Background: an optimization exercise with open tools, aiming at small area, a short achievable clock period and few clock cycles per item. Do not read the settings as production practice.
Where RTL was checked, it was by simulation tests only, not by an equivalence proof against the original.
For runs 1 to 6, only the layout was checked, not whether the RTL still works.
No activity file was given, so power comes from the tool's default toggle rates.

==> design/flow/design.v <==
`default_nettype none
package axi_wr_pkg;
    localparam int ADDR_W   = 32;
    localparam int DATA_W   = 32;
    localparam int STRB_W   = DATA_W / 8;
    localparam int ID_W     = 4;
    localparam int LEN_W    = 8;
    localparam int SIZE_W   = 3;
    localparam int MAX_SIZE = 2;
    localparam int PAGE_BIT = 12;
    localparam int AW_DEPTH = 4;
    localparam int W_DEPTH  = 16;
    localparam int B_DEPTH  = 4;
    localparam int AW_W  = ID_W + ADDR_W + LEN_W + SIZE_W + 2;
    localparam int W_W   = DATA_W + STRB_W + 1;
    localparam int B_W   = ID_W + 2;
    localparam int MEM_W = ID_W + ADDR_W + DATA_W + STRB_W + 1;
    typedef enum logic [1:0] {
        FIXED = 2'b00,
        INCR  = 2'b01,
        WRAP  = 2'b10,
        RSVD  = 2'b11
    } burst_e;
    typedef enum logic [1:0] {
        OKAY   = 2'b00,
        SLVERR = 2'b10
    } resp_e;
    typedef struct packed {
        logic [ID_W-1:0]   id;
        logic [ADDR_W-1:0] addr;
        logic [LEN_W-1:0]  len;
        logic [SIZE_W-1:0] size;
        burst_e            burst;
    } aw_cmd_t;
    typedef struct packed {
        logic [DATA_W-1:0] data;
        logic [STRB_W-1:0] strb;
        logic              last;
    } w_beat_t;
    typedef struct packed {
        logic [ID_W-1:0] id;
        resp_e           resp;
    } b_resp_t;
    typedef struct packed {
        logic [ID_W-1:0]   id;
        logic [ADDR_W-1:0] addr;
        logic [DATA_W-1:0] data;
        logic [STRB_W-1:0] strb;
        logic              last;
    } mem_wr_t;
endpackage
`default_nettype wire
`timescale 1ns/1ps
`default_nettype none
module sync_fifo #(
    parameter int WIDTH = 8,
    parameter int DEPTH = 4
) (
    input  wire logic             clk,
    input  wire logic             rst_n,
    input  wire logic             push,
    input  wire logic [WIDTH-1:0] din,
    output logic                  full,
    input  wire logic             pop,
    output logic      [WIDTH-1:0] dout,
    output logic                  empty
);
    logic [WIDTH-1:0]           mem [DEPTH];
    logic [$clog2(DEPTH)-1:0]   wr_ptr;
    logic [$clog2(DEPTH)-1:0]   rd_ptr;
    logic [$clog2(DEPTH+1)-1:0] count;
    logic                       do_push;
    logic                       do_pop;
    assign do_push = push && !full;
    assign do_pop  = pop && !empty;
    assign full  = (count == DEPTH);
    assign empty = (count == '0);
    assign dout  = mem[rd_ptr];
    always_ff @(posedge clk) begin
        if (do_push) begin
            mem[wr_ptr] <= din;
        end
    end
    always_ff @(posedge clk or negedge rst_n) begin
        if (!rst_n) begin
            wr_ptr <= '0;
            rd_ptr <= '0;
            count  <= '0;
        end else begin
            if (do_push) begin
                wr_ptr <= (wr_ptr == DEPTH - 1) ? '0 : wr_ptr + 1'b1;
            end
            if (do_pop) begin
                rd_ptr <= (rd_ptr == DEPTH - 1) ? '0 : rd_ptr + 1'b1;
            end
            case ({do_push, do_pop})
                2'b10:   count <= count + 1'b1;
                2'b01:   count <= count - 1'b1;
                default: count <= count;
            endcase
        end
    end
endmodule
`default_nettype wire
`timescale 1ns/1ps
`default_nettype none
module aw_decode (
    input  wire logic [axi_wr_pkg::SIZE_W-1:0]    size,
    input  wire logic [1:0]                       burst,
    input  wire logic [axi_wr_pkg::PAGE_BIT-1:0]  cur_addr,
    input  wire logic                             advance,
    output logic      [axi_wr_pkg::PAGE_BIT-1:0]  nxt_addr,
    output logic                                  carry
);
    localparam int PB = axi_wr_pkg::PAGE_BIT;
    logic [PB-1:0] low;      
    logic [PB-1:0] ones;     
    logic [PB:0]   run;      
    logic          step;     
    logic          go;       
    always_comb begin
        for (int i = 0; i < PB; i++) begin
            low[i] = (axi_wr_pkg::SIZE_W'(i) < size) && (i < 8);
        end
        ones = cur_addr | low;
        run[0] = 1'b1;
        for (int i = 0; i < PB; i++) begin
            run[i+1] = run[i] && ones[i];
        end
        step = (burst != axi_wr_pkg::FIXED);
        carry = step && run[PB];
        go    = advance && !carry;
        for (int i = 0; i < PB; i++) begin
            nxt_addr[i] = !low[i] && (cur_addr[i] ^ (step && go && run[i]));
        end
    end
endmodule
`default_nettype wire
`timescale 1ns/1ps
`default_nettype none
module burst_engine (
    input  wire logic                      clk,
    input  wire logic                      rst_n,
    input  wire axi_wr_pkg::aw_cmd_t       cmd,
    input  wire logic                      cmd_valid,
    output logic                           cmd_ready,
    input  wire axi_wr_pkg::w_beat_t       beat,
    input  wire logic                      beat_valid,
    output logic                           beat_ready,
    output axi_wr_pkg::mem_wr_t            mem,
    output logic                           mem_we,
    input  wire logic                      mem_ready,
    output logic                           resp_valid,
    input  wire logic                      resp_ready
);
    localparam int PB = axi_wr_pkg::PAGE_BIT;
    logic                           first;       
    logic                           mid_q;       
    logic                           last_q;      
    logic                           resp_q;      
    logic [axi_wr_pkg::LEN_W-1:0]   rem_q;
    logic                           stay_q;
    logic [PB-1:0]                  addr_q;
    logic                           use_cmd;
    logic [PB-1:0]                  cur_addr;
    logic [PB-1:0]                  nxt_addr;
    logic                           carry;
    logic                           wr;
    assign first    = !(mid_q || last_q || resp_q);
    assign use_cmd  = first || stay_q;
    assign cur_addr = use_cmd ? cmd.addr[PB-1:0] : addr_q;
    aw_decode u_aw_decode (
        .size     (cmd.size),
        .burst    (cmd.burst),
        .cur_addr (cur_addr),
        .advance  (wr),
        .nxt_addr (nxt_addr),
        .carry    (carry)
    );
    assign mem_we     = beat_valid && (mid_q || last_q || (cmd_valid && !resp_q));
    assign wr         = mem_we && mem_ready;
    assign beat_ready = wr;
    assign resp_valid = resp_q || (last_q && beat_valid && mem_ready);
    assign cmd_ready  = resp_valid && resp_ready;
    always_comb begin
        mem.id   = cmd.id;
        mem.addr = {cmd.addr[axi_wr_pkg::ADDR_W-1:PB], cur_addr};
        mem.data = beat.data;
        mem.strb = beat.strb;
        mem.last = beat.last;
    end
    always_ff @(posedge clk or negedge rst_n) begin
        if (!rst_n) begin
            mid_q   <= 1'b0;
            last_q  <= 1'b0;
            resp_q  <= 1'b0;
        end else if (cmd_ready) begin
            mid_q   <= 1'b0;
            last_q  <= 1'b0;
            resp_q  <= 1'b0;
        end else if (wr) begin
            if (first) begin
                mid_q  <= (cmd.len > 8'd1);
                last_q <= (cmd.len == 8'd1);
                resp_q <= (cmd.len == 8'd0);
            end else begin
                mid_q  <= (rem_q > 8'd2);
                last_q <= (rem_q == 8'd2);
                resp_q <= last_q;
            end
        end
    end
    always_ff @(posedge clk) begin
        rem_q  <= first ? cmd.len : rem_q - {7'd0, wr};
        addr_q <= nxt_addr;
        if (first) begin
            stay_q <= carry;
        end
    end
endmodule
`default_nettype wire
`timescale 1ns/1ps
`default_nettype none
module wresp_gen (
    input  wire axi_wr_pkg::aw_cmd_t         cmd,
    output axi_wr_pkg::b_resp_t              b
);
    logic size_err;
    assign size_err = (cmd.size > axi_wr_pkg::SIZE_W'(axi_wr_pkg::MAX_SIZE));
    assign b.id     = cmd.id;
    assign b.resp   = size_err ? axi_wr_pkg::SLVERR : axi_wr_pkg::OKAY;
endmodule
`default_nettype wire
`timescale 1ns/1ps
`default_nettype none
module axi_wr_slave (
    input  wire logic                  clk,
    input  wire logic                  rst_n,
    input  wire axi_wr_pkg::aw_cmd_t   aw,
    input  wire logic                  aw_valid,
    output logic                       aw_ready,
    input  wire axi_wr_pkg::w_beat_t   w,
    input  wire logic                  w_valid,
    output logic                       w_ready,
    output axi_wr_pkg::b_resp_t        b,
    output logic                       b_valid,
    input  wire logic                  b_ready,
    output axi_wr_pkg::mem_wr_t        mem,
    output logic                       mem_we,
    input  wire logic                  mem_ready
);
    burst_engine u_burst_engine (
        .clk        (clk),
        .rst_n      (rst_n),
        .cmd        (aw),
        .cmd_valid  (aw_valid),
        .cmd_ready  (aw_ready),
        .beat       (w),
        .beat_valid (w_valid),
        .beat_ready (w_ready),
        .mem        (mem),
        .mem_we     (mem_we),
        .mem_ready  (mem_ready),
        .resp_valid (b_valid),
        .resp_ready (b_ready)
    );
    wresp_gen u_wresp_gen (
        .cmd (aw),
        .b   (b)
    );
endmodule
`default_nettype wire
==> design/flow/flow/run.sh <==
#!/bin/bash
export BUFFER_PORTS_ARGS="-buffer_cell sky130_fd_sc_hd__buf_1"
bash standard.sh > standard.log 2>&1
==> design/flow/standard.sh <==
#!/bin/bash
# synth_recipe.tcl (not shown) runs the flow's synth.tcl, then flattens the netlist and writes it again
# the make line also repeats each setting of config.mk as NAME=value (left out here)
make -C /OpenROAD-flow-scripts/flow DESIGN_CONFIG=/design/flow/config.mk WORK_HOME=/design/flow/orfs CLKGATE_MAP_FILE= SYNTH_SCRIPT=/design/flow/synth_recipe.tcl "${@:-finish}"
==> design/flow/config.mk <==
export PLATFORM = sky130hd
export DESIGN_NAME = axi_wr_slave
export DESIGN_NICKNAME = axi_wr_slave
export VERILOG_FILES = /design/flow/design.v
export SDC_FILE = /design/flow/constraint.sdc
export NUM_CORES = 4
export LEC_CHECK = 0
export ABC_AREA = 1
export CAP_MARGIN = 20
export CORE_MARGIN = 2
export CORE_UTILIZATION = 40
export SETUP_SLACK_MARGIN = 2.5
export SLEW_MARGIN = 20
==> design/flow/constraint.sdc <==
create_clock -name core_clock -period 5.5 [get_ports {clk}]
set_input_delay 1.1000 -clock core_clock [delete_from_list [all_inputs] [get_ports {clk}]]
set_output_delay 1.1000 -clock core_clock [all_outputs]
set_load 0.01 [all_outputs]
==> impl_metrics.toml, run 1 <==
[route]
ant_nets = 0
detail_route.wirelength_mm = 3.97
detail_route.vias_per_cell = 4.57
wire_per_inst_um = 11.1
first_pass_iters = 4
detail_route.drc_violations = 0
detailroute.via_count = 1642
drtIter0Drc = 72

[clock_network]
ctsLongestPathBuffers = 2
worstSkewPairLatency_ns = 0.27
tritoncts = "yes"
cts_htree_levels = 1
tritoncts.num_buffers = 3
cts_root_buf = "sky130_fd_sc_hd__clkbuf_8"
cts.sinks = 24
postCtsHoldBufs = 0
post_cts.resized_instances = 0
cts_post_setup_buffers_inserted = 0
clock_transition_at_path_regs_ns = 0.09

[synthesis]
post_synth.cell_area_avg_um2 = 6.93
synth_compound_gate_area_share = 0.0694
area_share_of_fa_ha_maj_cells_after_synthesis = 0.0116
muxShareOfSynthArea = 0
synth_top_family_by_area = "simple AND/OR/NAND/NOR gates"
post_synth_and_or_nand_nor_area_fraction = 0.341
yosys.cell_types.count = 37
synth_xor_xnor_area_share = 0.0122
async_reset_ff_frac = 0.125
syn_inst = 312
post-synth-top-area-cell = "sky130_fd_sc_hd__buf_4"
syn_area_um2 = 2160
synthesized_nets = 406
yosys_register_bits = 24
yosysWarnings = 2
sequential_to_total_area_share_from_yosys_stat = 0.234
synth_edf_count = 1
netlist_top_cells_area = "sky130_fd_sc_hd__buf_4 (24%), sky130_fd_sc_hd__dfxtp_1 (19%), sky130_fd_sc_hd__nand2_1 (11%), sky130_fd_sc_hd__inv_1 (6.6%), sky130_fd_sc_hd__nand3_1 (5.8%)"
synth_top_cell_area_share = 0.240
synth_top_flop_cell = "sky130_fd_sc_hd__dfxtp_1"

[floorplanning]
core-area_um2 = 5170
fp.dieW_um = 77.5
dieArea_um2 = 6010
fp-row-count = 26
io_pins = 175
die-height_um = 77.5
initial_core_util = 0.418

[final_layout]
post_route_cells_drive_above_1_share = 0.121
layout.filler_cells = 570
finalNonFillerCells = 359
final_common_cell = "sky130_fd_sc_hd__nand2_1"
antenna-diode-count = 0
layout.area.seq_um2 = 505
nNetsFinal = 384
multi_input_area_um2 = 953
layout.cells.most_common_list = "sky130_fd_sc_hd__nand2_1 (60), sky130_fd_sc_hd__buf_1 (47), sky130_fd_sc_hd__inv_1 (38)"
area_growth_syn_to_layout_pct = -11.5
fin_area_um2 = 1910

[global_route]
globalRouteOverflowTotal = 0
gr-usage-all-layers = 0.129
first_global_vias = 1514
met2_resource_use_gr = 0.210
globalRouteMet3Util = 0.0430
gr-max-usage-layer = "met2"
global_route.usage.met1 = 0.163
grt_max_degree = 22
first_pass_grt_wire_length_mm = 6.44
antenna_found_initial = 0

[setup_path]
reg_to_reg_critical_path_endpoint = "u_burst_engine.addr_q[3]$_DFF_P_"
worst_ep_arrival_time_ns = 1.82
critPathRequiredTime_ns = 4.40
reg2reg_slack_ns = 3.33
cp-end-kind = "output pin"
r2r.worst_path.cells = 12
critPathKind = "in2out"
cp_max_fo = 7
type_of_element_launching_the_critical_path = "input pin"
timing.rr.start = "u_burst_engine.last_q$_DFFE_PN0P_"

[sta]
timing.final.crit_share = 0.531
final.hold.worst_slack_ns = 0.529
clock_skew_ns = 0.00103
final_max_slew_viol_count = 0
post-route-min-period_ns = 2.92
rsz0062_at_grt = "yes"
setup-violations-final = 0
max-slew-margin-rel = 0.320
tns_ns = 0
fmax_mhz = 342
finalHoldViolations = 0
tightestPinTransition_ns = 1.02
final.setup.worst_slack_ns = 2.58

[worst_hold_path]
min_from = "u_burst_engine.rem_q[6]$_DFF_P_"
hold_path_depth = 2
whs_endpoint = "u_burst_engine.rem_q[6]$_DFF_P_"
timing.hold.worst.class = "reg2reg"

[power]
switching_power_mw = 0.520
internal-power_mw = 0.507
power_frac_seq = 0.299
worst_ir_drop_vdd_v = 0.000210
cellLeakagePower_nw = 0.932
comb_pwr_share = 0.594
power.density_nw_per_um2 = 537
power.share.switching = 0.506
power.clock.fraction = 0.107

[run]
max_cap_viols = 0

[place]
globalplace.congestion = 0.781
place_hpwl_mm = 3.04
io_buffers = 47
placement.setup.worst_slack_ns = 2.54
postPlaceCellArea_um2 = 1860
place_inst = 355

[status]
status = "complete, no violations"
[critical path: stages]
cell and delay, ns:
sky130_fd_sc_hd__buf_1 0.09, sky130_fd_sc_hd__a21boi_1 0.22, sky130_fd_sc_hd__nand2_2 0.13, sky130_fd_sc_hd__inv_1 0.12, sky130_fd_sc_hd__buf_1 0.16
[per-layer routing]
layer / up-vias / share of wire
li1: 863 / -
met1: 713 / 0.47
met2: 60 / 0.45
met3: 6 / 0.076
met4: 0 / 0.0050
met5: - / 0
[registers in the layout (all words and copies together), names as in the netlist]
| name | flops |
|---|---|
| u_burst_engine.addr_q | 12 |
| u_burst_engine.rem_q | 8 |
| u_burst_engine.last_q | 1 |
| u_burst_engine.mid_q | 1 |
| u_burst_engine.resp_q | 1 |
| u_burst_engine.stay_q | 1 |
[area by class of cell]
class                           instances  area share
Tap cell                               70      0.0458
Inverter                               39      0.0765
Multi-Input combinational cell        175       0.498
Clock buffer                            3      0.0216
Clock inverter                          1     0.00196
Timing Repair Buffer                   47      0.0922
Sequential cell                        24       0.264
[power groups by stage]
| stage | Sequential [mW] | Clock (mW) | Combinational [mW] |
|---|---|---|---|
| after floorplan | 0.300 | 0 | 0.560 |
| after global placement | 0.310 | 0 | 0.600 |
| after detailed placement | 0.310 | 0 | 0.606 |
| after CTS | 0.308 | 0.113 | 0.609 |
| after global routing | 0.317 | 0.120 | 0.699 |
| final | 0.307 | 0.110 | 0.610 |
[how the worst max path moves through the flow]
stage | startpoint | end | slack, ns | cells after the start
after detailed placement | w_valid | w_ready | 2.54 | 5
after floorplan | aw_valid | w_ready | 2.67 | 4
after global routing | w_valid | w_ready | 2.48 | 5
after global placement | w_valid | w_ready | 2.57 | 5
final | w_valid | w_ready | 2.58 | 5
after CTS | w_valid | w_ready | 2.54 | 5
[cells by family after synthesis]
logic type / Yosys count
xor gates and xnor gates: 3
adders and majority gates: 2
and+or+nand+nor: 143
DFF: 24
buffers and inverters: 113
other: 1
AOI/OAI and AO/OA: 26
[synth_stat cells, types with 3 or more instances]
cell type	number
sky130_fd_sc_hd__dfxtp_1	20
sky130_fd_sc_hd__nand2_1	61
sky130_fd_sc_hd__nand3_2	7
sky130_fd_sc_hd__nand3_1	25
sky130_fd_sc_hd__a21oi_1	6
sky130_fd_sc_hd__nor2_1	20
sky130_fd_sc_hd__o21ai_0	9
sky130_fd_sc_hd__nor2_4	3
sky130_fd_sc_hd__dfrtp_1	3
sky130_fd_sc_hd__inv_1	38
sky130_fd_sc_hd__buf_4	69
sky130_fd_sc_hd__nand4_1	3
sky130_fd_sc_hd__nand2_2	10
sky130_fd_sc_hd__nor2_2	3
sky130_fd_sc_hd__xor2_1	3
[per-stage QoR]
stage / util / power [mW]
finish: 0.370 / 1.03
global route: 0.370 / 1.14
CTS: 0.368 / 1.03
detailed placement: 0.359 / 0.917
global placement: 0.359 / 0.910
floorplan: - / 0.861
==> inputs of run 2 (changes only) <==
--- a/design/flow/config.mk
+++ b/design/flow/config.mk
@@ -9,5 +9,7 @@
 export CAP_MARGIN = 20
 export CORE_MARGIN = 2
 export CORE_UTILIZATION = 40
+export CTS_CLUSTER_DIAMETER = 200
+export CTS_CLUSTER_SIZE = 40
 export SETUP_SLACK_MARGIN = 2.5
 export SLEW_MARGIN = 20
==> run 2 against run 1 <==
  * Still clean
  * Sequential share of layout area is the same
  * Worst setup slack is the same
  * Utilization is the same
  * Global-route usage is the same
  * Design area is the same
  * Critical path depth is the same
  * Total power is the same
  * Combinational power is essentially flat
  * Synthesized area is the same
  * First-iteration DRC count is the same
==> impl_metrics.toml, run 2 <==
[status]
status = "complete, no violations"

[sta]
final_max_slew_viol_count = 0
finalHoldViolations = 0
final.setup.worst_slack_ns = 2.58
timing.final.crit_share = 0.531
rsz0062_at_grt = "yes"
setup-violations-final = 0
tightestPinTransition_ns = 1.02
clock_skew_ns = 0.00103
tns_ns = 0
max-slew-margin-rel = 0.320
post-route-min-period_ns = 2.92
fmax_mhz = 342
final.hold.worst_slack_ns = 0.529

[floorplanning]
initial_core_util = 0.418
die-height_um = 77.5
fp.dieW_um = 77.5
io_pins = 175
fp-row-count = 26
core-area_um2 = 5170
dieArea_um2 = 6010

[synthesis]
syn_area_um2 = 2160
yosysMostFrequentCell = "sky130_fd_sc_hd__buf_4"
yosys_register_bits = 24
post-synth-top-area-cell = "sky130_fd_sc_hd__buf_4"
yosysWarnings = 2
synthesized_nets = 406
sequential_to_total_area_share_from_yosys_stat = 0.234
async_reset_ff_frac = 0.125
netlist_top_cells_count = "sky130_fd_sc_hd__buf_4 (69), sky130_fd_sc_hd__nand2_1 (61), sky130_fd_sc_hd__inv_1 (38)"
netlist_top_cells_area = "sky130_fd_sc_hd__buf_4 (24%), sky130_fd_sc_hd__dfxtp_1 (19%), sky130_fd_sc_hd__nand2_1 (11%), sky130_fd_sc_hd__inv_1 (6.6%), sky130_fd_sc_hd__nand3_1 (5.8%)"
synth_top_cell_area_share = 0.240
synth_edf_count = 1
syn_inst = 312
synth_top_flop_cell = "sky130_fd_sc_hd__dfxtp_1"
yosys.cell_types.count = 37
post_synth.cell_area_avg_um2 = 6.93

[setup_path]
cell_depth_of_the_worst_setup_path = 5
reg_to_reg_critical_path_endpoint = "u_burst_engine.addr_q[3]$_DFF_P_"
timing.rr.start = "u_burst_engine.last_q$_DFFE_PN0P_"
critPathKind = "in2out"
startpoint = "w_valid"
crit_top_cell = "sky130_fd_sc_hd__buf_1"
critPathRequiredTime_ns = 4.40
reg2reg_slack_ns = 3.33
critPathSlowestCell = "sky130_fd_sc_hd__a21boi_1"
worst-path-buf-inv = 3
crit_chain = "buf_1 > a21boi_1 > nand2_2 > inv_1 > buf_1"
type_of_element_launching_the_critical_path = "input pin"
cp_max_fo = 7
r2r.worst_path.cells = 12
worst_path_dominant_cell_family = "buffers and inverters"
worst_ep_arrival_time_ns = 1.82
cp-end-kind = "output pin"
critPathMaxStageDelay_ns = 0.22
endpoint = "w_ready"

[final_layout]
post_route_cells_drive_above_1_share = 0.121
post-route-util = 0.370
largest_register_ff_count = 12
layout.cells.most_common_list = "sky130_fd_sc_hd__nand2_1 (60), sky130_fd_sc_hd__buf_1 (47), sky130_fd_sc_hd__inv_1 (38)"
reg.largest.list = "u_burst_engine.addr_q x12, u_burst_engine.rem_q x8"
area_growth_syn_to_layout_pct = -11.5
antenna-diode-count = 0
layout.filler_cells = 570
register_with_the_most_flip_flops = "u_burst_engine.addr_q"
nNetsFinal = 384
fin_area_um2 = 1910
final_common_cell = "sky130_fd_sc_hd__nand2_1"

[clock_network]
cts.sinks = 24
cts_post_setup_buffers_inserted = 0
tritoncts = "yes"
clock_transition_at_path_regs_ns = 0.09
post_cts.resized_instances = 0
tritoncts.num_buffers = 3
cts_htree_levels = 1
cts_root_buf = "sky130_fd_sc_hd__clkbuf_8"
postCtsHoldBufs = 0
worstSkewPairLatency_ns = 0.27
ctsLongestPathBuffers = 2

[worst_hold_path]
timing.hold.worst.class = "reg2reg"

[route]
first_pass_iters = 4
drtIter0Drc = 72
detail_route.vias_per_cell = 4.57
detailroute.via_count = 1642
wire_per_inst_um = 11.1
detail_route.wirelength_mm = 3.97
detail_route.drc_violations = 0
ant_nets = 0

[global_route]
first_pass_grt_wire_length_mm = 6.44
first_global_vias = 1514
globalRouteMet3Util = 0.0430
met2_resource_use_gr = 0.210
gr-max-usage-layer = "met2"
global_route.usage.met1 = 0.163
globalRouteOverflowTotal = 0
grt_max_degree = 22
antenna_found_initial = 0
gr-usage-all-layers = 0.129

[power]
power.density_nw_per_um2 = 537
cellLeakagePower_nw = 0.932
worst_ir_drop_vdd_v = 0.000210

[place]
postPlaceCellArea_um2 = 1860
place_hpwl_mm = 3.04
io_buffers = 47
globalplace.congestion = 0.781
placement.setup.worst_slack_ns = 2.54

[run]
max_cap_viols = 0
-- run 2: per-stage QoR --
step / cells / total power, mW
global route: 359 / 1.14
CTS: 359 / 1.03
detailed placement: 355 / 0.917
finish: 359 / 1.03
global placement: 355 / 0.910
floorplan: 312 / 0.861
-- run 2: routing by layer --
layer | wire length, um | part of all wire | vias to the layer above
li1 | - | - | 863
met1 | 1860 | 0.47 | 713
met2 | 1780 | 0.45 | 60
met3 | 303 | 0.076 | 6
met4 | 20 | 0.0050 | 0
met5 | 0 | 0 | -
-- run 2: cells by family (layout without fill, tap and decap cells) --
| logic type | Yosys count | count (layout) | share of synthesized area |
|---|---|---|---|
| AND/OR/NAND/NOR | 143 | 143 | 0.341 |
| buffers and inverters | 113 | 90 | 0.330 |
| AO/OA/AOI/OAI | 26 | 26 | 0.0694 |
| flip-flops | 24 | 24 | 0.234 |
| XOR/XNOR | 3 | 3 | 0.0122 |
| adder cells (fa/ha/maj) | 2 | 2 | 0.0116 |
| other | 1 | 1 | 0.00173 |
-- run 2: power breakdown --
group	total, mW	leakage [nW]	internal [mW]	switching [mW]
combinational	0.610	0.692	0.195	0.415
clock	0.110	0.0231	0.0501	0.0601
sequential	0.307	0.217	0.262	0.0453
-- run 2: worst reg2reg max path, delay by kind of cell (launching register included) --
family / cells / cell delay [ns]
flops: 1 / 0.45
simple gates: 11 / 1.58
buf+inv: 1 / 0.04
-- run 2: final cells by class --
type	instances	area (um^2)	share of cell area
Multi-Input combinational cell	175	953	0.498
Clock inverter	1	3.75	0.00196
Inverter	39	146	0.0765
Sequential cell	24	505	0.264
Timing Repair Buffer	47	176	0.0922
Tap cell	70	87.6	0.0458
Clock buffer	3	41.3	0.0216
-- run 2: how the worst min path moves through the flow --
stage,from,endpoint,slack (ns),depth (start not counted)
finish,u_burst_engine.rem_q[6]$_DFF_P_,u_burst_engine.rem_q[6]$_DFF_P_,0.53,2
global route,u_burst_engine.rem_q[3]$_DFF_P_,u_burst_engine.rem_q[3]$_DFF_P_,0.56,2
CTS,u_burst_engine.rem_q[6]$_DFF_P_,u_burst_engine.rem_q[6]$_DFF_P_,0.53,2
detailed placement,u_burst_engine.rem_q[3]$_DFF_P_,u_burst_engine.rem_q[3]$_DFF_P_,0.52,2
global placement,u_burst_engine.resp_q$_DFFE_PN0P_,u_burst_engine.resp_q$_DFFE_PN0P_,0.50,2
floorplan,u_burst_engine.rem_q[6]$_DFF_P_,u_burst_engine.rem_q[6]$_DFF_P_,0.47,2
==> inputs of run 3 (changes only) <==
--- a/design/flow/config.mk
+++ b/design/flow/config.mk
@@ -9,7 +9,5 @@
 export CAP_MARGIN = 20
 export CORE_MARGIN = 2
 export CORE_UTILIZATION = 40
-export CTS_CLUSTER_DIAMETER = 200
-export CTS_CLUSTER_SIZE = 40
-export SETUP_SLACK_MARGIN = 2.5
+export SETUP_SLACK_MARGIN = 2.4
 export SLEW_MARGIN = 20
==> run 3 against run 2 <==
  * Design area is 0.59% lower
  * Synthesized area stayed put
  * Global-route usage stayed put
  * Utilization is 0.22 points lower
  * Flip-flop and latch count stayed put
  * Critical path depth stayed put
  * Total power is 1.0% lower
  * Synthesized cell count stayed put
  * Routed wire length is 0.25% lower
  * Cell count stayed put
  * Worst setup slack worse by 0.028 ns
==> impl_metrics.toml, run 3 <==
[status]
status = "complete, no violations"

[power]
power.share.switching = 0.505
internal-power_mw = 0.503
power.clock.fraction = 0.109
report.power.total_mw = 1.02
worst_ir_drop_vdd_v = 0.000199
cellLeakagePower_nw = 0.933
comb_pwr_share = 0.589
power.density_nw_per_um2 = 534
power_frac_seq = 0.302
switching_power_mw = 0.514

[global_route]
globalRouteOverflowTotal = 0
met2_resource_use_gr = 0.210
gr-usage-all-layers = 0.129
first_pass_grt_wire_length_mm = 6.44
grt_max_degree = 22
global_route.usage.met1 = 0.163
first_global_vias = 1514
globalRouteMet3Util = 0.0430
antenna_found_initial = 0
gr-max-usage-layer = "met2"

[setup_path]
timing.rr.start = "u_burst_engine.last_q$_DFFE_PN0P_"
critPathSlowestCell = "sky130_fd_sc_hd__a21boi_1"
crit_chain = "buf_1 > a21boi_1 > nand2_1 > inv_1 > buf_1"
cp_max_fo = 7
critPathRequiredTime_ns = 4.40
cp-end-kind = "output pin"
cell_depth_of_the_worst_setup_path = 5
reg_to_reg_critical_path_endpoint = "u_burst_engine.addr_q[3]$_DFF_P_"
critPathKind = "in2out"
startpoint = "w_valid"
critPathMaxStageDelay_ns = 0.19
worst_ep_arrival_time_ns = 1.85
r2r.worst_path.cells = 12
type_of_element_launching_the_critical_path = "input pin"
worst-path-buf-inv = 3
reg2reg_slack_ns = 3.28
worst_path_dominant_cell_family = "buffers and inverters"
crit_top_cell = "sky130_fd_sc_hd__buf_1"
endpoint = "w_ready"

[clock_network]
cts_root_buf = "sky130_fd_sc_hd__clkbuf_8"
postCtsHoldBufs = 0
post_cts.resized_instances = 0
tritoncts.num_buffers = 3
clock_transition_at_path_regs_ns = 0.09
ctsLongestPathBuffers = 2
worstSkewPairLatency_ns = 0.27
cts.sinks = 24
cts_post_setup_buffers_inserted = 0
tritoncts = "yes"
cts_htree_levels = 1

[worst_hold_path]
timing.hold.worst.class = "reg2reg"
min_from = "u_burst_engine.rem_q[6]$_DFF_P_"

[route]
detail_route.vias_per_cell = 4.63
wire_per_inst_um = 11.0
detailroute.via_count = 1663
drtIter0Drc = 63
detail_route.wirelength_mm = 3.96
detail_route.drc_violations = 0
ant_nets = 0
first_pass_iters = 4

[floorplanning]
die-height_um = 77.5
fp.dieW_um = 77.5
io_pins = 175
core-area_um2 = 5170
fp-row-count = 26
initial_core_util = 0.418
dieArea_um2 = 6010

[final_layout]
nNetsFinal = 384
register_with_the_most_flip_flops = "u_burst_engine.addr_q"
fin_area_um2 = 1900
post-route-util = 0.368
reg.largest.list = "u_burst_engine.addr_q x12, u_burst_engine.rem_q x8"
layout.cells.most_common_list = "sky130_fd_sc_hd__nand2_1 (61), sky130_fd_sc_hd__buf_1 (47), sky130_fd_sc_hd__inv_1 (38)"
final_common_cell = "sky130_fd_sc_hd__nand2_1"
area_growth_syn_to_layout_pct = -12.0
post_route_cells_drive_above_1_share = 0.118
largest_register_ff_count = 12
antenna-diode-count = 0

[sta]
max-slew-margin-rel = 0.313
final.setup.worst_slack_ns = 2.55
post-route-min-period_ns = 2.95
setup-violations-final = 0
rsz0062_at_grt = "no"
final_max_slew_viol_count = 0
tns_ns = 0
tightestPinTransition_ns = 1.03
fmax_mhz = 339
timing.final.crit_share = 0.536
finalHoldViolations = 0
clock_skew_ns = 0.00108

[synthesis]
yosysMostFrequentCell = "sky130_fd_sc_hd__buf_4"
async_reset_ff_frac = 0.125
yosysWarnings = 2
netlist_top_cells_count = "sky130_fd_sc_hd__buf_4 (69), sky130_fd_sc_hd__nand2_1 (61), sky130_fd_sc_hd__inv_1 (38)"
netlist_top_cells_area = "sky130_fd_sc_hd__buf_4 (24%), sky130_fd_sc_hd__dfxtp_1 (19%), sky130_fd_sc_hd__nand2_1 (11%), sky130_fd_sc_hd__inv_1 (6.6%), sky130_fd_sc_hd__nand3_1 (5.8%)"
post_synth.cell_area_avg_um2 = 6.93
syn_area_um2 = 2160
synthesized_nets = 406
synth_top_flop_cell = "sky130_fd_sc_hd__dfxtp_1"
syn_inst = 312
synth_top_cell_area_share = 0.240
synth_edf_count = 1
yosys.cell_types.count = 37
post-synth-top-area-cell = "sky130_fd_sc_hd__buf_4"
yosys_register_bits = 24
sequential_to_total_area_share_from_yosys_stat = 0.234

[place]
globalplace.congestion = 0.781
io_buffers = 47
postPlaceCellArea_um2 = 1860
place_hpwl_mm = 3.04
placement.setup.worst_slack_ns = 2.54

[run]
max_cap_viols = 0
-- run 3: changes by cell type in the layout (fill, tap and decap cells not counted) --
cell                      change
sky130_fd_sc_hd__nand2_1      +1
sky130_fd_sc_hd__nand2_8      -1
sky130_fd_sc_hd__nand2_4      +1
sky130_fd_sc_hd__nand2_2      -1
-- run 3: cell type report --
class / count / area [um^2]
clock buffers: 3 / 41.3
clock inverters: 1 / 3.75
fillers: 568 / 3270
inverters: 39 / 146
multi-input cells: 175 / 942
flip-flops and latches: 24 / 505
well taps: 70 / 87.6
repair buffers: 47 / 176
-- run 3: metal layers --
layer / wire length [um] / share of wire / vias up
met3: 292 / 0.074 / 8
met5: 0 / 0 / -
met4: 25 / 0.0063 / 0
li1: - / - / 863
met1: 1860 / 0.47 / 734
met2: 1780 / 0.45 / 58
-- run 3: how the worst min path moves through the flow --
stage,cells after the start,endpoint
3_5_place_dp,2,u_burst_engine.rem_q[3]$_DFF_P_
3_3_place_gp,2,u_burst_engine.resp_q$_DFFE_PN0P_
4_1_cts,2,u_burst_engine.rem_q[6]$_DFF_P_
2_1_floorplan,2,u_burst_engine.rem_q[6]$_DFF_P_
5_1_grt,2,u_burst_engine.rem_q[3]$_DFF_P_
6_report,2,u_burst_engine.rem_q[6]$_DFF_P_
-- run 3: kinds of logic after synthesis --
kind of cell / count (synthesis) / synth area share
flops: 24 / 0.234
buf+inv: 113 / 0.330
xor+xnor: 3 / 0.0122
other cells: 1 / 0.00173
fa+ha+maj: 2 / 0.0116
simple gates: 143 / 0.341
compound gates: 26 / 0.0694
-- run 3: power groups by stage --
stage | clock network, mW | registers, mW | logic [mW]
3_5_place_dp | 0 | 0.310 | 0.606
6_report | 0.111 | 0.307 | 0.599
5_1_grt | 0.120 | 0.317 | 0.688
3_3_place_gp | 0 | 0.310 | 0.600
4_1_cts | 0.113 | 0.308 | 0.609
2_1_floorplan | 0 | 0.300 | 0.560
-- run 3: worst reg2reg max path, stage by stage (launching register included) --
cell and delay [ns]:
sky130_fd_sc_hd__dfrtp_1 0.45, sky130_fd_sc_hd__nor2_4 0.13, sky130_fd_sc_hd__nand2_4 0.18, sky130_fd_sc_hd__nand2_4 0.25, sky130_fd_sc_hd__nand2_1 0.10, sky130_fd_sc_hd__nand3_1 0.12
sky130_fd_sc_hd__nand2_1 0.14, sky130_fd_sc_hd__nor2_4 0.20, sky130_fd_sc_hd__nand4_4 0.23, sky130_fd_sc_hd__nand3_1 0.19, sky130_fd_sc_hd__nand2_1 0.06, sky130_fd_sc_hd__nand2_1 0.05
sky130_fd_sc_hd__inv_1 0.04
-- run 3: metrics by stage --
stage / hold slack, ns / instances
floorplan: 0.474 / 312
global placement: 0.502 / 355
detailed placement: 0.516 / 355
CTS: 0.534 / 359
global route: 0.564 / 359
finish: 0.531 / 359
==> inputs of run 4 (changes only) <==
--- a/design/flow/design.v
+++ b/design/flow/design.v
@@ -154,10 +154,10 @@
     input  wire logic                      resp_ready
 );
     localparam int PB = axi_wr_pkg::PAGE_BIT;
+    logic                           burst_q;     
+    logic                           resp_q;      
     logic                           first;       
-    logic                           mid_q;       
-    logic                           last_q;      
-    logic                           resp_q;      
+    logic                           last;        
     logic [axi_wr_pkg::LEN_W-1:0]   rem_q;
     logic                           stay_q;
     logic [PB-1:0]                  addr_q;
@@ -166,7 +166,8 @@
     logic [PB-1:0]                  nxt_addr;
     logic                           carry;
     logic                           wr;
-    assign first    = !(mid_q || last_q || resp_q);
+    assign first    = !(burst_q || resp_q);
+    assign last     = burst_q && (rem_q == 8'd1);
     assign use_cmd  = first || stay_q;
     assign cur_addr = use_cmd ? cmd.addr[PB-1:0] : addr_q;
     aw_decode u_aw_decode (
@@ -177,10 +178,10 @@
         .nxt_addr (nxt_addr),
         .carry    (carry)
     );
-    assign mem_we     = beat_valid && (mid_q || last_q || (cmd_valid && !resp_q));
+    assign mem_we     = beat_valid && (burst_q || (cmd_valid && !resp_q));
     assign wr         = mem_we && mem_ready;
     assign beat_ready = wr;
-    assign resp_valid = resp_q || (last_q && beat_valid && mem_ready);
+    assign resp_valid = resp_q || (last && beat_valid && mem_ready);
     assign cmd_ready  = resp_valid && resp_ready;
     always_comb begin
         mem.id   = cmd.id;
@@ -191,23 +192,14 @@
     end
     always_ff @(posedge clk or negedge rst_n) begin
         if (!rst_n) begin
-            mid_q   <= 1'b0;
-            last_q  <= 1'b0;
+            burst_q <= 1'b0;
             resp_q  <= 1'b0;
         end else if (cmd_ready) begin
-            mid_q   <= 1'b0;
-            last_q  <= 1'b0;
+            burst_q <= 1'b0;
             resp_q  <= 1'b0;
-        end else if (wr) begin
-            if (first) begin
-                mid_q  <= (cmd.len > 8'd1);
-                last_q <= (cmd.len == 8'd1);
-                resp_q <= (cmd.len == 8'd0);
-            end else begin
-                mid_q  <= (rem_q > 8'd2);
-                last_q <= (rem_q == 8'd2);
-                resp_q <= last_q;
-            end
+        end else if (wr && (first || last)) begin
+            burst_q <= first && (cmd.len != 8'd0);
+            resp_q  <= !(first && (cmd.len != 8'd0));
         end
     end
     always_ff @(posedge clk) begin
--- a/design/flow/config.mk
+++ b/design/flow/config.mk
@@ -9,5 +9,5 @@
 export CAP_MARGIN = 20
 export CORE_MARGIN = 2
 export CORE_UTILIZATION = 40
-export SETUP_SLACK_MARGIN = 2.4
+export SETUP_SLACK_MARGIN = 2.5
 export SLEW_MARGIN = 20
==> run 4 against run 3 <==
  * Worst setup slack improved by 0.018 ns
  * Sequential power barely moved
  * Fmax rose by 0.60%
  * Register-to-register slack barely moved
  * Total power fell by 11%
  * Design area fell by 3.6%
  * Critical path type unchanged
  * Still clean
  * Die area fell by 5.6%
  * Clock power barely moved
==> impl_metrics.toml, run 4 <==
[worst_hold_path]
whs_endpoint = "u_burst_engine.rem_q[7]$_DFF_P_"
min_from = "u_burst_engine.rem_q[7]$_DFF_P_"
timing.hold.worst.class = "reg2reg"
hold_path_depth = 2

[sta]
rsz0062_at_grt = "yes"
setup-violations-final = 0
final_max_slew_viol_count = 0
timing.final.crit_share = 0.533
post-route-min-period_ns = 2.93
finalHoldViolations = 0
fmax_mhz = 341
final.setup.worst_slack_ns = 2.57
final.hold.worst_slack_ns = 0.571
clock_skew_ns = 0.00778
tns_ns = 0

[synthesis]
netlist_top_cells_count = "sky130_fd_sc_hd__nand2_1 (72), sky130_fd_sc_hd__buf_4 (67), sky130_fd_sc_hd__inv_1 (35)"
synth_top_cell_area_share = 0.247
yosys.cell_types.count = 36
syn_area_um2 = 2030
synthesized_nets = 394
post-synth-top-area-cell = "sky130_fd_sc_hd__buf_4"
synth_edf_count = 1
netlist_top_cells_area = "sky130_fd_sc_hd__buf_4 (25%), sky130_fd_sc_hd__dfxtp_1 (20%), sky130_fd_sc_hd__nand2_1 (13%), sky130_fd_sc_hd__inv_1 (6.5%), sky130_fd_sc_hd__nand3_1 (4.4%)"
synth_top_flop_cell = "sky130_fd_sc_hd__dfxtp_1"
syn_inst = 300
async_reset_ff_frac = 0.0870
yosys_register_bits = 23
yosysWarnings = 2
post_synth.cell_area_avg_um2 = 6.78
sequential_to_total_area_share_from_yosys_stat = 0.236
yosysMostFrequentCell = "sky130_fd_sc_hd__nand2_1"

[place]
globalplace.congestion = 0.889
place_hpwl_mm = 3.45
io_buffers = 47
placement.setup.worst_slack_ns = 2.48

[final_layout]
layout.cells.most_common_list = "sky130_fd_sc_hd__nand2_1 (72), sky130_fd_sc_hd__buf_1 (47), sky130_fd_sc_hd__inv_1 (35)"
largest_register_ff_count = 12
reg.largest.list = "u_burst_engine.addr_q x12, u_burst_engine.rem_q x8"
register_with_the_most_flip_flops = "u_burst_engine.addr_q"
antenna-diode-count = 0
post_route_cells_drive_above_1_share = 0.127
nNetsFinal = 378
layout.filler_cells = 562
final_common_cell = "sky130_fd_sc_hd__nand2_1"
area_growth_syn_to_layout_pct = -9.78

[global_route]
gr-usage-all-layers = 0.152
grt_max_degree = 19
globalRouteOverflowTotal = 0
first_global_vias = 1449
antenna_found_initial = 0
first_pass_grt_wire_length_mm = 6.55

[run]
max_cap_viols = 0

[clock_network]
worstSkewPairLatency_ns = 0.28
cts.sinks = 23
clock_transition_at_path_regs_ns = 0.08
ctsLongestPathBuffers = 2
tritoncts = "yes"
tritoncts.num_buffers = 3
cts_htree_levels = 1
postCtsHoldBufs = 0
cts_root_buf = "sky130_fd_sc_hd__clkbuf_8"

[route]
wire_per_inst_um = 12.3
detailroute.via_count = 1619
detail_route.wirelength_mm = 4.31
first_pass_iters = 4
drtIter0Drc = 68
detail_route.drc_violations = 0
ant_nets = 0
detail_route.vias_per_cell = 4.63

[setup_path]
worst_path_dominant_cell_family = "simple AND/OR/NAND/NOR gates"
critPathRequiredTime_ns = 4.40
critPathMaxStageDelay_ns = 0.33
timing.rr.start = "u_burst_engine.burst_q$_DFFE_PN0P_"
crit_chain = "buf_1 > nand2_1 > nor2_1 > buf_1"
reg_to_reg_critical_path_endpoint = "u_burst_engine.addr_q[5]$_DFF_P_"
critPathSlowestCell = "sky130_fd_sc_hd__nor2_1"
cp_max_fo = 5
worst-path-buf-inv = 2
worst_ep_arrival_time_ns = 1.83
cp-end-kind = "output pin"
startpoint = "w_valid"
reg2reg_slack_ns = 3.29
type_of_element_launching_the_critical_path = "input pin"
r2r.worst_path.cells = 10
crit_top_cell = "sky130_fd_sc_hd__buf_1"
critPathKind = "in2out"

[status]
status = "complete, no violations"

[power]
switching_power_mw = 0.435
power.share.switching = 0.481
worst_ir_drop_vdd_v = 0.000175
cellLeakagePower_nw = 0.925
power.clock.fraction = 0.124
internal-power_mw = 0.470
power.density_nw_per_um2 = 493
comb_pwr_share = 0.539
power_frac_seq = 0.337

[floorplanning]
fp.dieW_um = 75.3
die-height_um = 75.3
core-area_um2 = 4820
fp-row-count = 25
dieArea_um2 = 5670
initial_core_util = 0.422
io_pins = 175
## run 4: area by class of cell
class | count | area [um^2] | area share
clock buffers | 3 | 41.3 | 0.0225
flip-flops and latches | 23 | 480 | 0.262
inverters | 38 | 143 | 0.0777
repair buffers | 50 | 199 | 0.108
clock inverters | 1 | 5.00 | 0.00273
well taps | 67 | 83.8 | 0.0457
multi-input cells | 168 | 883 | 0.481
## run 4: cell families (layout without fill, tap and decap cells)
family | after synthesis | in the layout | share of synthesized area
compound gates | 21 | 21 | 0.0621
xor+xnor | 5 | 5 | 0.0215
fa+ha+maj | 2 | 2 | 0.0123
buf+inv | 109 | 92 | 0.330
flops | 23 | 23 | 0.236
other cells | 1 | 1 | 0.00184
simple gates | 139 | 139 | 0.336
## run 4: power by group through the flow
stage	Combinational (mW)	Clock (mW)	Sequential, mW
final	0.488	0.112	0.305
after global routing	0.563	0.121	0.315
after CTS	0.482	0.116	0.306
after detailed placement	0.478	0	0.309
after global placement	0.477	0	0.308
after floorplan	0.421	0	0.292
## run 4: how the worst max path moves through the flow
| stage | to | slack, ns | cells after the start |
|---|---|---|---|
| final | w_ready | 2.57 | 4 |
| after global routing | aw_ready | 2.47 | 6 |
| after CTS | w_ready | 2.55 | 4 |
| after detailed placement | aw_ready | 2.48 | 6 |
| after global placement | aw_ready | 2.57 | 6 |
| after floorplan | aw_ready | 2.64 | 4 |
## run 4: tightest hold or removal path: stages (launching register included)
cell and delay [ns]:
sky130_fd_sc_hd__dfxtp_1 0.35, sky130_fd_sc_hd__xnor2_1 0.12, sky130_fd_sc_hd__o21ai_0 0.06
## run 4: per-layer routing
| layer | share of wire | track usage |
|---|---|---|
| met1 | 0.42 | 0.189 |
| met2 | 0.46 | 0.247 |
| met3 | 0.087 | 0.0291 |
| met4 | 0.027 | 0.0838 |
| met5 | 0 | 0 |
## run 4: per-stage QoR
step | power [mW] | instances | instance area [um^2] | utilization
floorplan | 0.713 | 300 | 2030 | -
global placement | 0.784 | 344 | 1770 | 0.368
detailed placement | 0.787 | 344 | 1770 | 0.368
CTS | 0.903 | 348 | 1820 | 0.378
global route | 0.998 | 350 | 1840 | 0.381
finish | 0.904 | 350 | 1840 | 0.381
## run 4: timing repair
action                     in CTS  in global routing
gates resized for setup         1                  0
setup endpoints to repair       1                  4
pin swaps                       0                  1
buffers inserted                0                  2
==> inputs of run 5 (changes only) <==
==> design/flow/flow/run.sh (replaced) <==
#!/bin/bash
export BUFFER_PORTS_ARGS="-buffer_cell sky130_fd_sc_hd__buf_1"
export SETUP_MOVE_SEQUENCE="sizeup,swap"
bash standard.sh > standard.log 2>&1
--- a/design/flow/config.mk
+++ b/design/flow/config.mk
@@ -9,5 +9,5 @@
 export CAP_MARGIN = 20
 export CORE_MARGIN = 2
 export CORE_UTILIZATION = 40
-export SETUP_SLACK_MARGIN = 2.5
+export SETUP_SLACK_MARGIN = 2.7
 export SLEW_MARGIN = 20
==> run 5 against run 4 <==
  * Fmax is 4.7% higher
  * Worst hold slack got worse by 0.0034 ns
  * Critical path depth unchanged
  * Clock skew shrank 0.0059 ns
  * Clock-buffer cell count grew 1
  * Utilization increased by 1.3 points
  * Sequential power about the same
  * Critical path type unchanged
  * Die area is the same
  * Combinational power is 4.9% higher
  * Routed wire length is 3.9% lower
  * Largest cell class unchanged
  * Cell count decreased by 0.57%
==> impl_metrics.toml, run 5 <==
[synthesis]
synth_top_family_by_area = "simple AND/OR/NAND/NOR gates"
synth_xor_xnor_area_share = 0.0215
post_synth_and_or_nand_nor_area_fraction = 0.336
synth_compound_gate_area_share = 0.0621
yosys_register_bits = 23
syn_inst = 300
synth_edf_count = 1
async_reset_ff_frac = 0.0870
yosys.cell_types.count = 36
area_share_of_fa_ha_maj_cells_after_synthesis = 0.0123
netlist_top_cells_area = "sky130_fd_sc_hd__buf_4 (25%), sky130_fd_sc_hd__dfxtp_1 (20%), sky130_fd_sc_hd__nand2_1 (13%), sky130_fd_sc_hd__inv_1 (6.5%), sky130_fd_sc_hd__nand3_1 (4.4%)"
synthesized_nets = 394
netlist_top_cells_count = "sky130_fd_sc_hd__nand2_1 (72), sky130_fd_sc_hd__buf_4 (67), sky130_fd_sc_hd__inv_1 (35)"
yosysWarnings = 2
synth_top_cell_area_share = 0.247
yosysMostFrequentCell = "sky130_fd_sc_hd__nand2_1"
synth_top_flop_cell = "sky130_fd_sc_hd__dfxtp_1"
muxShareOfSynthArea = 0
sequential_to_total_area_share_from_yosys_stat = 0.236
post-synth-top-area-cell = "sky130_fd_sc_hd__buf_4"
post_synth.cell_area_avg_um2 = 6.78
syn_area_um2 = 2030

[place]
globalplace.congestion = 0.860
place_hpwl_mm = 3.41
io_buffers = 47
placement.setup.worst_slack_ns = 2.59

[final_layout]
antenna-diode-count = 0
nNetsFinal = 376
final_common_cell = "sky130_fd_sc_hd__nand2_1"
area_growth_syn_to_layout_pct = -6.77
register_with_the_most_flip_flops = "u_burst_engine.addr_q"
post_route_cells_drive_above_1_share = 0.192
layout.cells.most_common_list = "sky130_fd_sc_hd__nand2_1 (68), sky130_fd_sc_hd__buf_1 (41), sky130_fd_sc_hd__inv_1 (33)"
reg.largest.list = "u_burst_engine.addr_q x12, u_burst_engine.rem_q x8"
largest_register_ff_count = 12

[sta]
setup-violations-final = 0
post-route-min-period_ns = 2.80
clock_skew_ns = 0.00187
final.setup.worst_slack_ns = 2.70
fmax_mhz = 357
rsz0062_at_grt = "yes"
finalHoldViolations = 0
timing.final.crit_share = 0.509
tns_ns = 0
final_max_slew_viol_count = 0

[route]
detailroute.via_count = 1595
ant_nets = 0
detail_route.drc_violations = 0
first_pass_iters = 5
detail_route.wirelength_mm = 4.14
drtIter0Drc = 69
wire_per_inst_um = 11.9
detail_route.vias_per_cell = 4.58

[worst_hold_path]
timing.hold.worst.class = "reg2reg"
hold_path_depth = 2

[setup_path]
critPathMaxStageDelay_ns = 0.27
critPathSlowestCell = "sky130_fd_sc_hd__a21oi_1"
critPathKind = "in2out"
worst_ep_arrival_time_ns = 1.70
crit_top_cell = "sky130_fd_sc_hd__buf_1"
r2r.worst_path.cells = 10
type_of_element_launching_the_critical_path = "input pin"
cp_max_fo = 5
crit_chain = "buf_1 > a21oi_1 > nor2_2 > buf_1"
cp-end-kind = "output pin"
critPathRequiredTime_ns = 4.40

[floorplanning]
initial_core_util = 0.422
core-area_um2 = 4820
die-height_um = 75.3
io_pins = 175
fp.dieW_um = 75.3
dieArea_um2 = 5670
fp-row-count = 25

[global_route]
gr-usage-all-layers = 0.154
grt_max_degree = 19
first_global_vias = 1503
first_pass_grt_wire_length_mm = 6.69
globalRouteOverflowTotal = 0
antenna_found_initial = 0

[status]
status = "complete, no violations"

[clock_network]
cts_htree_levels = 1
cts_root_buf = "sky130_fd_sc_hd__clkbuf_8"
cts.sinks = 23
clock_transition_at_path_regs_ns = 0.08
postCtsHoldBufs = 0
ctsLongestPathBuffers = 2
tritoncts.num_buffers = 3
cts_post_setup_buffers_inserted = 0
worstSkewPairLatency_ns = 0.26
tritoncts = "yes"

[power]
cellLeakagePower_nw = 0.947
worst_ir_drop_vdd_v = 0.000146
power.density_nw_per_um2 = 488

[run]
max_cap_viols = 0
run 5: cell counts after synthesis:
Identical to the previous run, type by type.
run 5: path summary, 6_finish.rpt:
kind	slack, ns	endpoint	start
hold / removal	0.57	u_burst_engine.rem_q[7]$_DFF_P_	u_burst_engine.rem_q[7]$_DFF_P_
min in group asynchronous	0.61	u_burst_engine.burst_q$_DFFE_PN0P_	rst_n
max in group asynchronous	4.74	u_burst_engine.resp_q$_DFFE_PN0P_	rst_n
setup reg to reg	3.26	u_burst_engine.addr_q[5]$_DFF_P_	u_burst_engine.resp_q$_DFFE_PN0P_
hold reg to reg	0.57	u_burst_engine.rem_q[7]$_DFF_P_	u_burst_engine.rem_q[7]$_DFF_P_
setup / recovery	2.70	w_ready	aw_valid
run 5: critical path: cells and delay by family:
kind / cells / cell delay [ns]
buffers and inverters: 2 / 0.22
and+or+nand+nor: 1 / 0.12
AOI/OAI and AO/OA: 1 / 0.27
run 5: metrics by stage:
| step | cell area (um^2) | cells | utilization | hold slack [ns] | total power [mW] |
|---|---|---|---|---|---|
| 3_5_place_dp | 1770 | 344 | 0.368 | 0.553 | 0.787 |
| 4_1_cts | 1840 | 348 | 0.382 | 0.573 | 0.905 |
| 2_1_floorplan | 2030 | 300 | - | 0.512 | 0.713 |
| 3_3_place_gp | 1770 | 344 | 0.368 | 0.544 | 0.783 |
| 6_report | 1900 | 348 | 0.394 | 0.567 | 0.925 |
| 5_1_grt | 1900 | 348 | 0.394 | 0.595 | 1.03 |
run 5: cell families (layout without fill, tap and decap cells):
group / after synthesis / count (layout)
AND/OR/NAND/NOR: 139 / 139
other: 1 / 1
buffers and inverters: 109 / 90
XOR/XNOR: 5 / 5
AO/OA/AOI/OAI: 21 / 21
flip-flops: 23 / 23
adder cells (fa/ha/maj): 2 / 2
run 5: repair_timing:
action | 4_1_cts | 5_1_grt
gates resized for setup | 9 | 17
pin swaps | 2 | 7
endpoints found under the hold margin | 0 | 0
setup endpoints to repair | 5 | 7
run 5: layer usage:
layer / share of wire / global-route usage / up-vias
li1: - / - / 830
met1: 0.42 / 0.183 / 685
met2: 0.46 / 0.250 / 57
met3: 0.073 / 0.0357 / 23
met4: 0.046 / 0.0975 / 0
met5: 0 / 0 / -
run 5: power breakdown:
| part | switching (mW) | leakage (nW) | internal [mW] |
|---|---|---|---|
| clock | 0.0549 | 0.0228 | 0.0517 |
| sequential | 0.0572 | 0.201 | 0.250 |
| combinational | 0.330 | 0.723 | 0.182 |
run 5: cell type report:
type | count | area, um^2
multi-input combinational | 168 | 938
clock buffer | 4 | 45.0
fill | 554 | 2920
timing repair buffer | 48 | 204
tap | 67 | 83.8
inverter | 38 | 143
sequential | 23 | 483
==> inputs of run 6 (changes only) <==
--- a/design/flow/config.mk
+++ b/design/flow/config.mk
@@ -9,5 +9,5 @@
 export CAP_MARGIN = 20
 export CORE_MARGIN = 2
 export CORE_UTILIZATION = 40
-export SETUP_SLACK_MARGIN = 2.7
+export SETUP_SLACK_MARGIN = 2.6
 export SLEW_MARGIN = 20
==> run 6 against run 5 <==
  * Still clean
  * Fmax down 0.19%
  * Non-clock buffer count stayed put
  * Via count is 1.3% higher
  * Critical path depth unchanged
  * Combinational power fell by 4%
  * Routed wire length rose by 4.3%
  * Flip-flop and latch count is the same
  * Worst hold slack gained 0.0032 ns
  * Clock-buffer cell count is 1 lower
  * Sequential share of layout area up 0.53 points
  * Die area unchanged
  * Clock skew is 0.0072 ns higher
==> impl_metrics.toml, run 6 <==
[sta]
tns_ns = 0
final.hold.worst_slack_ns = 0.571
finalHoldViolations = 0
clock_skew_ns = 0.00911
post-route-min-period_ns = 2.81
fmax_mhz = 356
rsz0062_at_grt = "yes"
timing.final.crit_share = 0.510
setup-violations-final = 0
final_max_slew_viol_count = 0

[floorplanning]
core-area_um2 = 4820
fp-row-count = 25
die-height_um = 75.3
io_pins = 175
initial_core_util = 0.422
fp.dieW_um = 75.3
dieArea_um2 = 5670

[route]
ant_nets = 0
detail_route.wirelength_mm = 4.32
detail_route.vias_per_cell = 4.64
detail_route.drc_violations = 0
detailroute.via_count = 1616
first_pass_iters = 6
wire_per_inst_um = 12.4
drtIter0Drc = 71

[setup_path]
critPathMaxStageDelay_ns = 0.26
critPathRequiredTime_ns = 4.40
critPathSlowestCell = "sky130_fd_sc_hd__a21oi_1"
critPathKind = "in2out"
crit_chain = "buf_1 > a21oi_1 > nor2_2 > buf_1"
type_of_element_launching_the_critical_path = "input pin"
worst_ep_arrival_time_ns = 1.71
cp_max_fo = 5
crit_top_cell = "sky130_fd_sc_hd__buf_1"
cp-end-kind = "output pin"

[final_layout]
area_growth_syn_to_layout_pct = -8.67
reg.largest.list = "u_burst_engine.addr_q x12, u_burst_engine.rem_q x8"
layout.area.seq_um2 = 483
register_with_the_most_flip_flops = "u_burst_engine.addr_q"
finalNonFillerCells = 348
multi_input_area_um2 = 912
final_common_cell = "sky130_fd_sc_hd__nand2_1"
antenna-diode-count = 0
largest_register_ff_count = 12
post_route_cells_drive_above_1_share = 0.171
nNetsFinal = 376
layout.cells.most_common_list = "sky130_fd_sc_hd__nand2_1 (69), sky130_fd_sc_hd__buf_1 (42), sky130_fd_sc_hd__inv_1 (35)"
layout.filler_cells = 560

[synthesis]
netlist_top_cells_count = "sky130_fd_sc_hd__nand2_1 (72), sky130_fd_sc_hd__buf_4 (67), sky130_fd_sc_hd__inv_1 (35)"
syn_inst = 300
post-synth-top-area-cell = "sky130_fd_sc_hd__buf_4"
syn_area_um2 = 2030
yosys_register_bits = 23
synth_top_flop_cell = "sky130_fd_sc_hd__dfxtp_1"
post_synth.cell_area_avg_um2 = 6.78
yosysMostFrequentCell = "sky130_fd_sc_hd__nand2_1"
netlist_top_cells_area = "sky130_fd_sc_hd__buf_4 (25%), sky130_fd_sc_hd__dfxtp_1 (20%), sky130_fd_sc_hd__nand2_1 (13%), sky130_fd_sc_hd__inv_1 (6.5%), sky130_fd_sc_hd__nand3_1 (4.4%)"
synth_top_cell_area_share = 0.247
synthesized_nets = 394
sequential_to_total_area_share_from_yosys_stat = 0.236
synth_edf_count = 1
async_reset_ff_frac = 0.0870
yosys.cell_types.count = 36
yosysWarnings = 2

[global_route]
globalRouteOverflowTotal = 0
first_global_vias = 1448
grt_max_degree = 19
gr-usage-all-layers = 0.152
first_pass_grt_wire_length_mm = 6.55
antenna_found_initial = 0

[clock_network]
tritoncts = "yes"
cts.sinks = 23
cts_root_buf = "sky130_fd_sc_hd__clkbuf_8"
cts_post_setup_buffers_inserted = 0
ctsLongestPathBuffers = 2
clock_transition_at_path_regs_ns = 0.08
worstSkewPairLatency_ns = 0.28
tritoncts.num_buffers = 3
cts_htree_levels = 1

[place]
io_buffers = 47
globalplace.congestion = 0.889
place_hpwl_mm = 3.45
place_inst = 344

[status]
status = "complete, no violations"

[power]
worst_ir_drop_vdd_v = 0.000166
report.power.total_mw = 0.910
cellLeakagePower_nw = 0.935
power.density_nw_per_um2 = 490

[worst_hold_path]
timing.hold.worst.class = "reg2reg"

[run]
max_cap_viols = 0
==> run 6: final cells by class <==
class	instances	share of cell area
repair buffers	48	0.102
well taps	67	0.0451
clock inverters	1	0.00269
flip-flops and latches	23	0.260
inverters	38	0.0768
multi-input cells	168	0.491
clock buffers	3	0.0222
==> run 6: logic make-up (layout without fill, tap and decap cells) <==
kind of cell | count (synthesis) | after routing | share of synthesized area
fa+ha+maj | 2 | 2 | 0.0123
other cells | 1 | 1 | 0.00184
compound gates | 21 | 21 | 0.0621
xor+xnor | 5 | 5 | 0.0215
buf+inv | 109 | 90 | 0.330
flops | 23 | 23 | 0.236
simple gates | 139 | 139 | 0.336
==> run 6: stage by stage <==
step | utilization | setup slack [ns] | cell area [um^2]
CTS | 0.379 | 2.55 | 1820
detailed placement | 0.368 | 2.48 | 1770
finish | 0.386 | 2.69 | 1860
floorplan | - | 2.64 | 2030
global route | 0.386 | 2.59 | 1860
global placement | 0.368 | 2.57 | 1770
==> run 6: repair_timing <==
action | in CTS | in global routing
gates resized for setup | 2 | 14
pin swaps | 1 | 2
hold buffers | 0 | 0
hold endpoints to repair | 0 | 0
setup endpoints to repair | 3 | 5
==> run 6: path summary, 6_finish.rpt <==
| kind | start | end | slack [ns] | cells past startpoint |
|---|---|---|---|---|
| worst max-delay path | aw_valid | w_ready | 2.69 | 4 |
| worst min-delay path | u_burst_engine.rem_q[7]$_DFF_P_ | u_burst_engine.rem_q[7]$_DFF_P_ | 0.57 | 2 |
| worst max register to register | u_burst_engine.burst_q$_DFFE_PN0P_ | u_burst_engine.addr_q[5]$_DFF_P_ | 3.26 | 10 |
| worst min register to register | u_burst_engine.rem_q[7]$_DFF_P_ | u_burst_engine.rem_q[7]$_DFF_P_ | 0.57 | 2 |
| max in group asynchronous | rst_n | u_burst_engine.burst_q$_DFFE_PN0P_ | 4.77 | 1 |
| min in group asynchronous | rst_n | u_burst_engine.resp_q$_DFFE_PN0P_ | 0.59 | 1 |
==> run 6: report_power, final <==
part | leakage (nW) | total [mW] | internal, mW | switching, mW
Sequential | 0.201 | 0.306 | 0.250 | 0.0563
Combinational | 0.708 | 0.493 | 0.169 | 0.323
Clock | 0.0255 | 0.111 | 0.0509 | 0.0603
==> run 6: metal layers <==
metal	GRT usage	vias to the layer above	part of all wire
met2	0.247	88	0.47
met4	0.0838	0	0.028
met5	0	-	0
met3	0.0291	15	0.093
met1	0.189	685	0.41
li1	-	828	-
==> run 6: critical path: cells and delay by family <==
kind	cells	cell delay, ns
compound gates	1	0.26
buf+inv	2	0.22
simple gates	1	0.12
==> inputs of run 7 (changes only) <==
--- a/design/flow/design.v
+++ b/design/flow/design.v
@@ -119,9 +119,14 @@
     logic          step;     
     logic          go;       
     always_comb begin
-        for (int i = 0; i < PB; i++) begin
-            low[i] = (axi_wr_pkg::SIZE_W'(i) < size) && (i < 8);
-        end
+        low     = '0;
+        low[0]  = size[2] || size[1] || size[0];
+        low[1]  = size[2] || size[1];
+        low[2]  = size[2] || (size[1] && size[0]);
+        low[3]  = size[2];
+        low[4]  = size[2] && (size[1] || size[0]);
+        low[5]  = size[2] && size[1];
+        low[6]  = size[2] && size[1] && size[0];
         ones = cur_addr | low;
         run[0] = 1'b1;
         for (int i = 0; i < PB; i++) begin
@@ -166,6 +171,8 @@
     logic [PB-1:0]                  nxt_addr;
     logic                           carry;
     logic                           wr;
+    logic [axi_wr_pkg::LEN_W-1:0]   rem_dec;
+    logic [axi_wr_pkg::LEN_W:0]     borrow;
     assign first    = !(burst_q || resp_q);
     assign last     = burst_q && (rem_q == 8'd1);
     assign use_cmd  = first || stay_q;
@@ -202,8 +209,15 @@
             resp_q  <= !(first && (cmd.len != 8'd0));
         end
     end
+    always_comb begin
+        borrow[0] = wr;
+        for (int i = 0; i < axi_wr_pkg::LEN_W; i++) begin
+            rem_dec[i]  = rem_q[i] ^ borrow[i];
+            borrow[i+1] = borrow[i] && !rem_q[i];
+        end
+    end
     always_ff @(posedge clk) begin
-        rem_q  <= first ? cmd.len : rem_q - {7'd0, wr};
+        rem_q  <= first ? cmd.len : rem_dec;
         addr_q <= nxt_addr;
         if (first) begin
             stay_q <= carry;
@@ -218,7 +232,7 @@
     output axi_wr_pkg::b_resp_t              b
 );
     logic size_err;
-    assign size_err = (cmd.size > axi_wr_pkg::SIZE_W'(axi_wr_pkg::MAX_SIZE));
+    assign size_err = cmd.size[2] || (cmd.size[1] && cmd.size[0]);
     assign b.id     = cmd.id;
     assign b.resp   = size_err ? axi_wr_pkg::SLVERR : axi_wr_pkg::OKAY;
 endmodule
--- a/design/flow/config.mk
+++ b/design/flow/config.mk
@@ -9,5 +9,5 @@
 export CAP_MARGIN = 20
 export CORE_MARGIN = 2
 export CORE_UTILIZATION = 40
-export SETUP_SLACK_MARGIN = 2.6
+export SETUP_SLACK_MARGIN = 2.8
 export SLEW_MARGIN = 20
==> run 7 against run 6 <==
  * Still clean
  * Clock power is essentially flat
  * Sequential power shrank 8.2%
  * Routed wire length grew 0.83%
  * Total power grew 11%
  * Synthesized cell count shrank 8.7%
  * Worst hold slack lost 0.082 ns
  * First-iteration DRC count shrank 32%
  * Critical endpoint is now mem[46]
  * Largest cell class unchanged
  * Largest power group unchanged
  * Highest routed layer unchanged
==> impl_metrics.toml, run 7 <==
[sta]
timing.final.crit_share = 0.514
setup-violations-final = 0
fmax_mhz = 354

[clock_network]
cts_root_buf = "sky130_fd_sc_hd__clkbuf_8"
worstSkewPairLatency_ns = 0.27
cts.sinks = 23
clock_transition_at_path_regs_ns = 0.09
tritoncts.num_buffers = 3

[route]
first_pass_iters = 5
wire_per_inst_um = 13.5
ant_nets = 0
drtIter0Drc = 48

[floorplanning]
fp.dieW_um = 73.8
die-height_um = 73.8

[setup_path]
cp_max_fo = 19
reg2reg_slack_ns = 3.17
critPathSlowestCell = "sky130_fd_sc_hd__dfrtp_1"
timing.rr.start = "u_burst_engine.resp_q$_DFFE_PN0P_"
r2r.worst_path.cells = 14
worst_ep_arrival_time_ns = 1.73
type_of_element_launching_the_critical_path = "flip-flop"
crit_chain = "nor2_4 > nor2_4 > o21ai_4 > inv_2 > clkbuf_2"
cp-end-kind = "output pin"
worst_path_dominant_cell_family = "simple AND/OR/NAND/NOR gates"

[run]
max_cap_viols = 0

[synthesis]
netlist_top_cells_count = "sky130_fd_sc_hd__buf_4 (67), sky130_fd_sc_hd__nand2_1 (57), sky130_fd_sc_hd__inv_1 (35)"
syn_area_um2 = 1950
yosysWarnings = 2
synthesized_nets = 373
yosysMostFrequentCell = "sky130_fd_sc_hd__buf_4"
netlist_top_cells_area = "sky130_fd_sc_hd__buf_4 (26%), sky130_fd_sc_hd__dfxtp_1 (21%), sky130_fd_sc_hd__nand2_1 (11%), sky130_fd_sc_hd__inv_1 (6.7%), sky130_fd_sc_hd__ha_1 (4.5%)"
syn_inst = 274
synth_top_cell_area_share = 0.258
synth_edf_count = 1

[final_layout]
finalNonFillerCells = 323
nNetsFinal = 356
layout.cells.most_common_list = "sky130_fd_sc_hd__nand2_1 (48), sky130_fd_sc_hd__inv_1 (28), sky130_fd_sc_hd__buf_1 (28)"
antenna-diode-count = 0
largest_register_ff_count = 12
reg.largest.list = "u_burst_engine.addr_q x12, u_burst_engine.rem_q x8"

[status]
status = "complete, no violations"

[global_route]
first_pass_grt_wire_length_mm = 6.76
antenna_found_initial = 0
gr-usage-all-layers = 0.164

[worst_hold_path]
min_from = "u_burst_engine.addr_q[11]$_DFF_P_"
hold_path_depth = 2

[place]
placement.setup.worst_slack_ns = 2.52

[power]
worst_ir_drop_vdd_v = 0.000191
power.density_nw_per_um2 = 503
run 7: cell count changes after synthesis, sizes merged, moves of 2 or more:
cell	before	now
ha	2	7
nand3	24	15
inv	38	36
nor2	20	13
buf	70	68
xor2	3	0
a21boi	0	2
o21ai	12	22
nand2	82	63
run 7: logic make-up (layout without fill, tap and decap cells):
kind of cell	Yosys count	in the layout	share of synthesized area
and+or+nand+nor	105	105	0.272
adders and majority gates	7	7	0.0450
other	1	1	0.00193
xor gates and xnor gates	1	1	0.00450
AOI/OAI and AO/OA	32	32	0.0932
buffers and inverters	105	87	0.337
DFF	23	23	0.247
run 7: routing by layer:
metal	vias up	wire (um)	GRT usage
met5	-	0	0
met4	0	181	0.105
met1	643	1620	0.173
li1	762	-	-
met2	78	2140	0.284
met3	27	416	0.0453
run 7: layout make-up:
class | instances | area, um^2
sequential | 23 | 480
multi-input combinational | 146 | 1010
fill | 519 | 2710
timing repair buffer | 47 | 260
tap | 67 | 83.8
clock inverter | 1 | 7.51
clock buffer | 3 | 41.3
inverter | 36 | 138
run 7: timing repair:
| item | 4_1_cts | 5_1_grt |
|---|---|---|
| resized for setup | 22 | 35 |
| setup endpoints to repair | 12 | 16 |
| pin swaps | 8 | 15 |
| hold endpoints to repair | 0 | 0 |
run 7: worst max path at each step:
| stage | end | cells after the start | startpoint |
|---|---|---|---|
| 6_report | mem[46] | 5 | u_burst_engine.resp_q$_DFFE_PN0P_ |
| 5_1_grt | mem[46] | 5 | u_burst_engine.resp_q$_DFFE_PN0P_ |
| 4_1_cts | mem[47] | 5 | u_burst_engine.burst_q$_DFFE_PN0P_ |
| 3_5_place_dp | u_burst_engine.rem_q[7]$_DFF_P_ | 14 | aw_valid |
| 3_3_place_gp | w_ready | 6 | aw_valid |
| 2_1_floorplan | u_burst_engine.rem_q[7]$_DFF_P_ | 13 | aw_valid |
run 7: tightest hold or removal path, stage by stage, from the launching register on:
cell and delay [ns]:
sky130_fd_sc_hd__dfxtp_1 0.33, sky130_fd_sc_hd__nand2_2 0.06, sky130_fd_sc_hd__nand3_1 0.07
run 7: metrics by stage:
stage | utilization | hold slack (ns)
2_1_floorplan | - | 0.444
3_3_place_gp | 0.383 | 0.453
3_5_place_dp | 0.383 | 0.459
4_1_cts | 0.407 | 0.480
5_1_grt | 0.427 | 0.530
6_report | 0.427 | 0.488
run 7: report_power, final:
part | leakage, nW | total [mW] | switching (mW) | internal [mW]
clock network | 0.0217 | 0.114 | 0.0629 | 0.0515
registers | 0.203 | 0.281 | 0.0318 | 0.249
logic | 0.680 | 0.620 | 0.394 | 0.226
total | 0.905 | 1.01 | 0.489 | 0.526
Testbench counts of run 7, summed over its fixed seeds: cycles 15,030, beats 13,386.
